Source: an optimization exercise on an open RTL-to-GDS flow (aim: small area, a short achievable clock period and few clock cycles per item). Production flows keep margins and buffers that such runs may drop.
The RTL was checked by simulation tests, not by an equivalence proof against the original design.
Power and IR drop assume default switching activity.

==> flow/design.v <==
`timescale 1ns/10ps
package rename_pkg;
    localparam int arch_regs = 32;
    localparam int phys_regs = 64;
    localparam int rob_depth = 16;
    localparam int xlen      = 32;
    typedef logic [4:0]      arch_reg_t;
    typedef logic [5:0]      phys_reg_t;
    typedef logic [3:0]      rob_id_t;
    typedef logic [xlen-1:0] pc_t;
    typedef enum logic {
        st_run     = 1'b0,
        st_recover = 1'b1
    } rec_state_t;
endpackage
`timescale 1ns/10ps
module recovery_ctrl (
    input  logic clk,
    input  logic rst_n,
    input  logic flush,
    input  logic last_index,
    output logic walk_en,
    output logic renaming
);
    rename_pkg::rec_state_t state;
    always_ff @(posedge clk or negedge rst_n) begin
        if (!rst_n) begin
            state <= rename_pkg::st_run;
        end else begin
            case (state)
                rename_pkg::st_run:     if (flush) state <= rename_pkg::st_recover;
                rename_pkg::st_recover: if (last_index) state <= rename_pkg::st_run;
                default:    state <= rename_pkg::st_run;
            endcase
        end
    end
    assign walk_en  = (state == rename_pkg::st_recover) && !flush;
    assign renaming = (state == rename_pkg::st_run) && !flush;
endmodule
`timescale 1ns/10ps
module walk_counter (
    input  logic                  clk,
    input  logic                  rst_n,
    input  logic                  walk_en,
    output rename_pkg::arch_reg_t walk_index,
    output logic                  last_index
);
    always_ff @(posedge clk or negedge rst_n) begin
        if (!rst_n) begin
            walk_index <= '0;
        end else if (walk_en) begin
            walk_index <= walk_index + rename_pkg::arch_reg_t'(1);
        end else begin
            walk_index <= '0;
        end
    end
    assign last_index = walk_en && (walk_index == rename_pkg::arch_reg_t'(rename_pkg::arch_regs - 1));
endmodule
`timescale 1ns/10ps
module alias_table (
    input  logic                  clk,
    input  logic                  rst_n,
    input  rename_pkg::arch_reg_t lookup_rs1,
    input  rename_pkg::arch_reg_t lookup_rs2,
    output rename_pkg::phys_reg_t map_rs1,
    output rename_pkg::phys_reg_t map_rs2,
    input  logic                  rat_write,
    input  rename_pkg::arch_reg_t write_rd,
    input  rename_pkg::phys_reg_t write_phys,
    input  logic                  commit_valid,
    input  rename_pkg::arch_reg_t commit_rd,
    input  rename_pkg::phys_reg_t commit_phys,
    output logic                  release_valid,
    output rename_pkg::phys_reg_t release_phys,
    input  logic                  walk_en,
    input  rename_pkg::arch_reg_t walk_index,
    output rename_pkg::phys_reg_t walk_phys
);
    rename_pkg::phys_reg_t spec_map [rename_pkg::arch_regs];
    rename_pkg::phys_reg_t arch_map [rename_pkg::arch_regs];
    logic commit_real;
    assign commit_real = commit_valid && (commit_rd != '0);
    always_ff @(posedge clk or negedge rst_n) begin
        if (!rst_n) begin
            for (int i = 0; i < rename_pkg::arch_regs; i++) begin
                spec_map[i] <= rename_pkg::phys_reg_t'(i);
                arch_map[i] <= rename_pkg::phys_reg_t'(i);
            end
        end else begin
            if (walk_en) begin
                spec_map[walk_index] <= arch_map[walk_index];
            end else if (rat_write) begin
                spec_map[write_rd] <= write_phys;
            end
            if (commit_real) begin
                arch_map[commit_rd] <= commit_phys;
            end
        end
    end
    assign map_rs1 = spec_map[lookup_rs1];
    assign map_rs2 = spec_map[lookup_rs2];
    assign release_valid = commit_real;
    assign release_phys  = arch_map[commit_rd];
    assign walk_phys = arch_map[walk_index];
endmodule
`timescale 1ns/10ps
module free_list (
    input  logic                  clk,
    input  logic                  rst_n,
    input  logic                  flush,
    input  logic                  alloc,
    output rename_pkg::phys_reg_t free_phys,
    output logic                  any_free,
    input  logic                  release_valid,
    input  rename_pkg::phys_reg_t release_phys,
    input  logic                  walk_en,
    input  rename_pkg::phys_reg_t walk_phys
);
    logic [rename_pkg::phys_regs-1:0] busy;
    always_ff @(posedge clk or negedge rst_n) begin
        if (!rst_n) begin
            busy <= {{(rename_pkg::phys_regs - rename_pkg::arch_regs){1'b0}}, {rename_pkg::arch_regs{1'b1}}};
        end else if (flush) begin
            busy <= '0;
        end else begin
            if (alloc) begin
                busy[free_phys] <= 1'b1;
            end
            if (release_valid) begin
                busy[release_phys] <= 1'b0;
            end
            if (walk_en) begin
                busy[walk_phys] <= 1'b1;
            end
        end
    end
    always_comb begin
        free_phys = '0;
        for (int i = rename_pkg::phys_regs - 1; i >= 0; i--) begin
            if (!busy[i]) free_phys = rename_pkg::phys_reg_t'(i);
        end
    end
    assign any_free = ~&busy;
endmodule
`timescale 1ns/10ps
module rob_id_alloc (
    input  logic                clk,
    input  logic                rst_n,
    input  logic                flush,
    input  logic                alloc,
    input  logic                commit_valid,
    output rename_pkg::rob_id_t next_id,
    output logic                id_free
);
    rename_pkg::rob_id_t    head;
    rename_pkg::rob_id_t    tail;
    logic [4:0] count;
    always_ff @(posedge clk or negedge rst_n) begin
        if (!rst_n) begin
            head  <= '0;
            tail  <= '0;
            count <= '0;
        end else begin
            if (commit_valid) head <= head + rename_pkg::rob_id_t'(1);
            if (flush) begin
                tail  <= commit_valid ? head + rename_pkg::rob_id_t'(1) : head;
                count <= '0;
            end else begin
                if (alloc) tail <= tail + rename_pkg::rob_id_t'(1);
                if (alloc && !commit_valid) count <= count + 5'd1;
                else if (commit_valid && !alloc) count <= count - 5'd1;
            end
        end
    end
    assign next_id = tail;
    assign id_free = (count != 5'(rename_pkg::rob_depth));
endmodule
`timescale 1ns/10ps
module rename_stage (
    input  logic                  clk,
    input  logic                  rst_n,
    input  logic                  flush,
    input  logic                  in_valid,
    input  rename_pkg::pc_t       in_pc,
    input  rename_pkg::arch_reg_t in_rs1,
    input  rename_pkg::arch_reg_t in_rs2,
    input  rename_pkg::arch_reg_t in_rd,
    output logic                  in_ready,
    output logic                  out_valid,
    input  logic                  out_ready,
    output rename_pkg::pc_t       out_pc,
    output rename_pkg::phys_reg_t out_phys_rs1,
    output rename_pkg::phys_reg_t out_phys_rs2,
    output rename_pkg::phys_reg_t out_phys_rd,
    output rename_pkg::rob_id_t   out_rob_id,
    input  logic                  renaming,
    input  rename_pkg::phys_reg_t map_rs1,
    input  rename_pkg::phys_reg_t map_rs2,
    input  rename_pkg::phys_reg_t free_phys,
    input  logic                  any_free,
    input  rename_pkg::rob_id_t   next_id,
    input  logic                  id_free,
    output rename_pkg::arch_reg_t lookup_rs1,
    output rename_pkg::arch_reg_t lookup_rs2,
    output logic                  alloc,
    output logic                  rat_write,
    output rename_pkg::arch_reg_t write_rd,
    output rename_pkg::phys_reg_t write_phys
);
    logic started;
    logic need_rd;
    logic slot_open;
    logic transfer;
    assign need_rd   = (in_rd != '0);
    assign slot_open = !out_valid || out_ready;
    assign in_ready  = started && renaming && slot_open && id_free && (!need_rd || any_free);
    assign transfer  = in_valid && in_ready;
    assign lookup_rs1 = in_rs1;
    assign lookup_rs2 = in_rs2;
    assign alloc      = transfer;
    assign rat_write  = transfer && need_rd;
    assign write_rd   = in_rd;
    assign write_phys = free_phys;
    always_ff @(posedge clk or negedge rst_n) begin
        if (!rst_n) started <= 1'b0;
        else        started <= 1'b1;
    end
    always_ff @(posedge clk or negedge rst_n) begin
        if (!rst_n) begin
            out_valid <= 1'b0;
        end else if (flush) begin
            out_valid <= 1'b0;
        end else if (transfer) begin
            out_valid <= 1'b1;
        end else if (out_ready) begin
            out_valid <= 1'b0;
        end
    end
    always_ff @(posedge clk) begin
        if (transfer) begin
            out_pc       <= in_pc;
            out_phys_rs1 <= map_rs1;
            out_phys_rs2 <= map_rs2;
            out_phys_rd  <= need_rd ? free_phys : '0;
            out_rob_id   <= next_id;
        end
    end
endmodule
`timescale 1ns/10ps
module rename_top (
    input  logic                  clk,
    input  logic                  rst_n,
    input  logic                  in_valid,
    input  rename_pkg::pc_t       in_pc,
    input  rename_pkg::arch_reg_t in_rs1,
    input  rename_pkg::arch_reg_t in_rs2,
    input  rename_pkg::arch_reg_t in_rd,
    output logic                  in_ready,
    output logic                  out_valid,
    input  logic                  out_ready,
    output rename_pkg::pc_t       out_pc,
    output rename_pkg::phys_reg_t out_phys_rs1,
    output rename_pkg::phys_reg_t out_phys_rs2,
    output rename_pkg::phys_reg_t out_phys_rd,
    output rename_pkg::rob_id_t   out_rob_id,
    input  logic                  commit_valid,
    input  rename_pkg::arch_reg_t commit_rd,
    input  rename_pkg::phys_reg_t commit_phys,
    input  logic                  flush
);
    logic      renaming;
    logic      walk_en;
    logic      last_index;
    rename_pkg::arch_reg_t walk_index;
    rename_pkg::phys_reg_t walk_phys;
    rename_pkg::arch_reg_t lookup_rs1;
    rename_pkg::arch_reg_t lookup_rs2;
    rename_pkg::phys_reg_t map_rs1;
    rename_pkg::phys_reg_t map_rs2;
    logic      alloc;
    logic      rat_write;
    rename_pkg::arch_reg_t write_rd;
    rename_pkg::phys_reg_t write_phys;
    logic      release_valid;
    rename_pkg::phys_reg_t release_phys;
    rename_pkg::phys_reg_t free_phys;
    logic      any_free;
    rename_pkg::rob_id_t   next_id;
    logic      id_free;
    recovery_ctrl u_recovery_ctrl (.*);
    walk_counter u_walk_counter (.*);
    alias_table u_alias_table (.*);
    free_list u_free_list (
        .clk           (clk),
        .rst_n         (rst_n),
        .flush         (flush),
        .alloc         (rat_write),
        .free_phys     (free_phys),
        .any_free      (any_free),
        .release_valid (release_valid),
        .release_phys  (release_phys),
        .walk_en       (walk_en),
        .walk_phys     (walk_phys)
    );
    rob_id_alloc u_rob_id_alloc (.*);
    rename_stage u_rename_stage (.*);
endmodule
==> flow/run.sh <==
#!/bin/bash
# synth_recipe.tcl (not shown) runs the flow's synth.tcl, then flattens the netlist and writes it again
# the make line also repeats each setting of config.mk as NAME=value (left out here)
make -C /OpenROAD-flow-scripts/flow DESIGN_CONFIG=/design/flow/config.mk WORK_HOME=/design/flow/orfs CLKGATE_MAP_FILE= SYNTH_SCRIPT=/design/flow/synth_recipe.tcl finish
==> flow/config.mk <==
export PLATFORM = sky130hd
export DESIGN_NAME = rename_top
export DESIGN_NICKNAME = rename_top
export VERILOG_FILES = /design/flow/design.v
export SDC_FILE = /design/flow/constraint.sdc
export NUM_CORES = 4
export LEC_CHECK = 0
export CAP_MARGIN = 20
export CORE_MARGIN = 2
export CORE_UTILIZATION = 40
export SLEW_MARGIN = 20
==> flow/constraint.sdc <==
create_clock -name core_clock -period 5.5 [get_ports {clk}]
set_input_delay 1.1000 -clock core_clock [delete_from_list [all_inputs] [get_ports {clk}]]
set_output_delay 1.1000 -clock core_clock [all_outputs]
set_load 0.01 [all_outputs]
==> results.cfg <==
[run_status]
status = no timing/DRC/antenna violations

[sta]
clock_skew_ns = 0.02114
fmax_mhz = 207.1
slew_violations = 0
setup_tns_ns = 0
tightest_slew_ns = 1.207
hold_violations = 0
setup_viol_count_final = 0
relSlewSlack = 0.1951
fin_crit_ns = 4.828
rsz0062_at_grt = no
fin_crit_sh = 0.8777

[drt]
vias = 27523
wl_per_cell_um = 35.34
via_per_inst = 6.791
finalWirelength_um = 143200
drcViolationCount = 0
drtAntennaViolNets = 0
drt_iter0_drc = 4050
drtPass1Iterations = 9

[finish]
layoutNonFillerInstCount = 4053
design_area_um2 = 35650
nNetsFinal = 3105
post_route_cells_drive_above_1_share = 0.3282
areaGrowthSynthToFinish_pct = 16.50

[global_route]
grt_overflow = 0
antenna_found_initial = 5
grt_max_degree = 110
grt_pass1_vias = 26688
grt_pass1_wl_um = 202500
grt_usage = 0.3587

[power_and_ir_drop]
total_power_uw = 11670
vdd_drop_max_uv = 252.5
p_per_area_nw_per_um2 = 327.4
power.leakage_uw = 0.01392

[floorplan]
ios = 120
die-area_um2 = 78740
die_w_um = 280.6
core-area_um2 = 75820
rows = 101
start_util = 0.4036
die_y_um = 280.6

[placement]
place_inst = 3931
dpl_cell_area_um2 = 33420
dp_hpwl_um = 104200
routabilityCongestion = 1.057
port_buffers = 119

[cts]
clock_latency_ns = 0.62
cts_tree = done
ctsHoldBuffers = 0
cts_setup_buffers = 0
numCtsBuffers = 66
clk_transition_reported_paths_ns = 0.05
cts.htree.levels = 3
cts-root-buf = clkbuf_16
clk_path_buf_depth = 3
cts_resized = 0
cts.sinks = 523

[worst_setup_path]
path_max_fanout = 16
worst-setup-path-type = reg -> reg
start_kind = register
end_kind = register
crit_arrival_ns = 5.27
critPathRequiredTime_ns = 5.94

[logic_synthesis]
netlist_area_um2 = 30600
syn_avg_cell_area_um2 = 10.66
synthArstFlopShare = 0.8967
ys.flop_type = dfrtp_1
yosysSeqAreaShare = 0.4443
synth_most_common_cell = mux2_2
syn-num-nets = 2956
yosysUniqueCellTypes = 115
yosys.area.top_type = dfrtp_1
synth_area_leaders = dfrtp_1 23%, dfstp_2 16%, mux2_2 15%, edfxtp_1 5.3%, a21oi_1 2.3%
ys_seq_elements = 523
synth_common_cells = 412 x mux2_2, 277 x dfrtp_1, 192 x dfstp_2, 163 x nor2_1, 152 x nand2_1
synth_edf_count = 54
synth_top_area_share = 0.2265
syn-instance-count = 2872
yosysWarnings = 8

[min_path]
hold_class = reg -> reg

[job]
maxCapViolCount = 0
-- placed cells by master, fill, tap and decap left out, drive strengths merged, types with 51 or more instances in the layout --
| master | instances |
|---|---|
| a22oi | 99 |
| edfxtp | 54 |
| clkbuf | 95 |
| dfstp | 192 |
| nor2b | 85 |
| mux2 | 418 |
| nor3 | 68 |
| inv | 51 |
| o21ai | 77 |
| nand2 | 157 |
| buf | 187 |
| o22ai | 75 |
| a21oi | 141 |
| clkdlybuf4s50 | 109 |
| dfrtp | 277 |
| nor2 | 167 |
| nand3 | 120 |
-- cell families (layout without fill, tap and decap cells) --
group | Yosys count | in the layout | share of synthesized area
AND/OR/NAND/NOR | 871 | 871 | 0.1545
AO/OA/AOI/OAI | 713 | 713 | 0.1747
flip-flops | 523 | 523 | 0.4443
multiplexers | 465 | 465 | 0.1723
buffers and inverters | 260 | 462 | 0.03986
adder cells (fa/ha/maj) | 20 | 20 | 0.008422
XOR/XNOR | 19 | 19 | 0.005683
other | 1 | 2 | 0.0001225
-- per-stage QoR --
step | hold slack, ns | util | setup slack [ns]
4_1_cts | 0.4789 | 0.4702 | 0.8154
2_1_floorplan | 0.4390 | - | 0.4043
6_report | 0.4734 | 0.4702 | 0.6725
3_5_place_dp | 0.4680 | 0.4408 | 0.2201
3_3_place_gp | 0.4593 | 0.4408 | 0.3459
5_1_grt | 0.4897 | 0.4702 | 0.5688
-- power by group --
group / switching, uW / internal, uW
clock: 1820 / 2690
sequential: 563 / 4400
combinational: 1380 / 824
-- critical path, stage by stage (launching register included) --
cell and delay, ns:
dfrtp_1 0.43, inv_1 0.11, ha_1 0.92, inv_1 0.50, a211oi_1 0.35, buf_4 0.19
a2111oi_2 0.05, nand4_1 0.21, mux2i_4 0.16, ha_1 0.34, nand2_1 0.17, o22ai_1 0.13
o21ai_2 0.89, o22ai_2 0.18
-- path summary, 6_finish.rpt --
path	from	endpoint	slack, ns	depth (start not counted)
setup / recovery	u_walk_counter.walk_index[0]$_DFF_PN0_	u_free_list.busy[47]$_DFF_PN0_	0.67	13
hold / removal	u_rob_id_alloc.head[3]$_DFF_PN0_	u_rob_id_alloc.head[3]$_DFF_PN0_	0.47	1
setup reg to reg	u_walk_counter.walk_index[0]$_DFF_PN0_	u_free_list.busy[47]$_DFF_PN0_	0.67	13
hold reg to reg	u_rob_id_alloc.head[3]$_DFF_PN0_	u_rob_id_alloc.head[3]$_DFF_PN0_	0.47	1
max in group asynchronous	rst_n	u_free_list.busy[57]$_DFF_PN0_	3.76	2
min in group asynchronous	rst_n	u_alias_table.arch_map[6][5]$_DFFE_PN0P_	0.53	1
-- sequential cells by signal, summed over array words and instances, names as in the netlist --
name                         flops
u_rename_stage.out_phys_rd       6
u_alias_table.arch_map         192
u_rename_stage.out_rob_id        4
u_rename_stage.out_phys_rs2      6
u_rename_stage.out_valid         1
u_rename_stage.out_pc           32
u_rename_stage.out_phys_rs1      6
u_rob_id_alloc.count             5
u_recovery_ctrl.state            1
u_free_list.busy                64
u_walk_counter.walk_index        5
u_rename_stage.started           1
u_rob_id_alloc.head              4
u_alias_table.spec_map         192
u_rob_id_alloc.tail              4
-- per-layer routing --
| metal | GRT usage | vias to the layer above | part of all wire |
|---|---|---|---|
| li1 | - | 11229 | - |
| met1 | 0.5026 | 14011 | 0.42 |
| met2 | 0.5103 | 1867 | 0.41 |
| met3 | 0.1141 | 408 | 0.11 |
| met4 | 0.1421 | 8 | 0.048 |
| met5 | 0 | - | 0.00040 |
-- final cells by class --
type | count | area [um^2]
Timing Repair Buffer | 296 | 2567
Sequential cell | 523 | 13600
Multi-Input combinational cell | 2089 | 15860
Inverter | 45 | 168.9
Tap cell | 978 | 1224
Antenna cell | 1 | 2.502
Fill cell | 7034 | 40170
Clock buffer | 95 | 1882
Clock inverter | 26 | 345.3
Testbench counts, summed over its fixed seeds: cycles 10,452, items 4,096.

port drivers added, routing unchanged:
The results above use ideal ports. As a check the final layout listed here was re-extracted and re-timed, cells and wires unchanged. Step 1, drivers: a clkbuf_16 drives clk and a buf_2 each remaining input, both assumed. Step 2 also shifts input and output timing later by t, the mid clock arrival at the registers, as if the neighbouring blocks saw the same clock. Slacks: no drivers / after step 1 / after step 2; pairs: no drivers / after step 1.
t, ns: 0.675
setup slack, ns: 0.672 / 0.672 / 0.119
clock arrival spread, ns: 0.021 / 0.021
worst register clock-pin slew, ns: 0.06 / 0.06
After both steps setup and hold are still met in this run. The setup slack of this run moves by 0.000 ns with the drivers and by -0.553 ns with both steps.
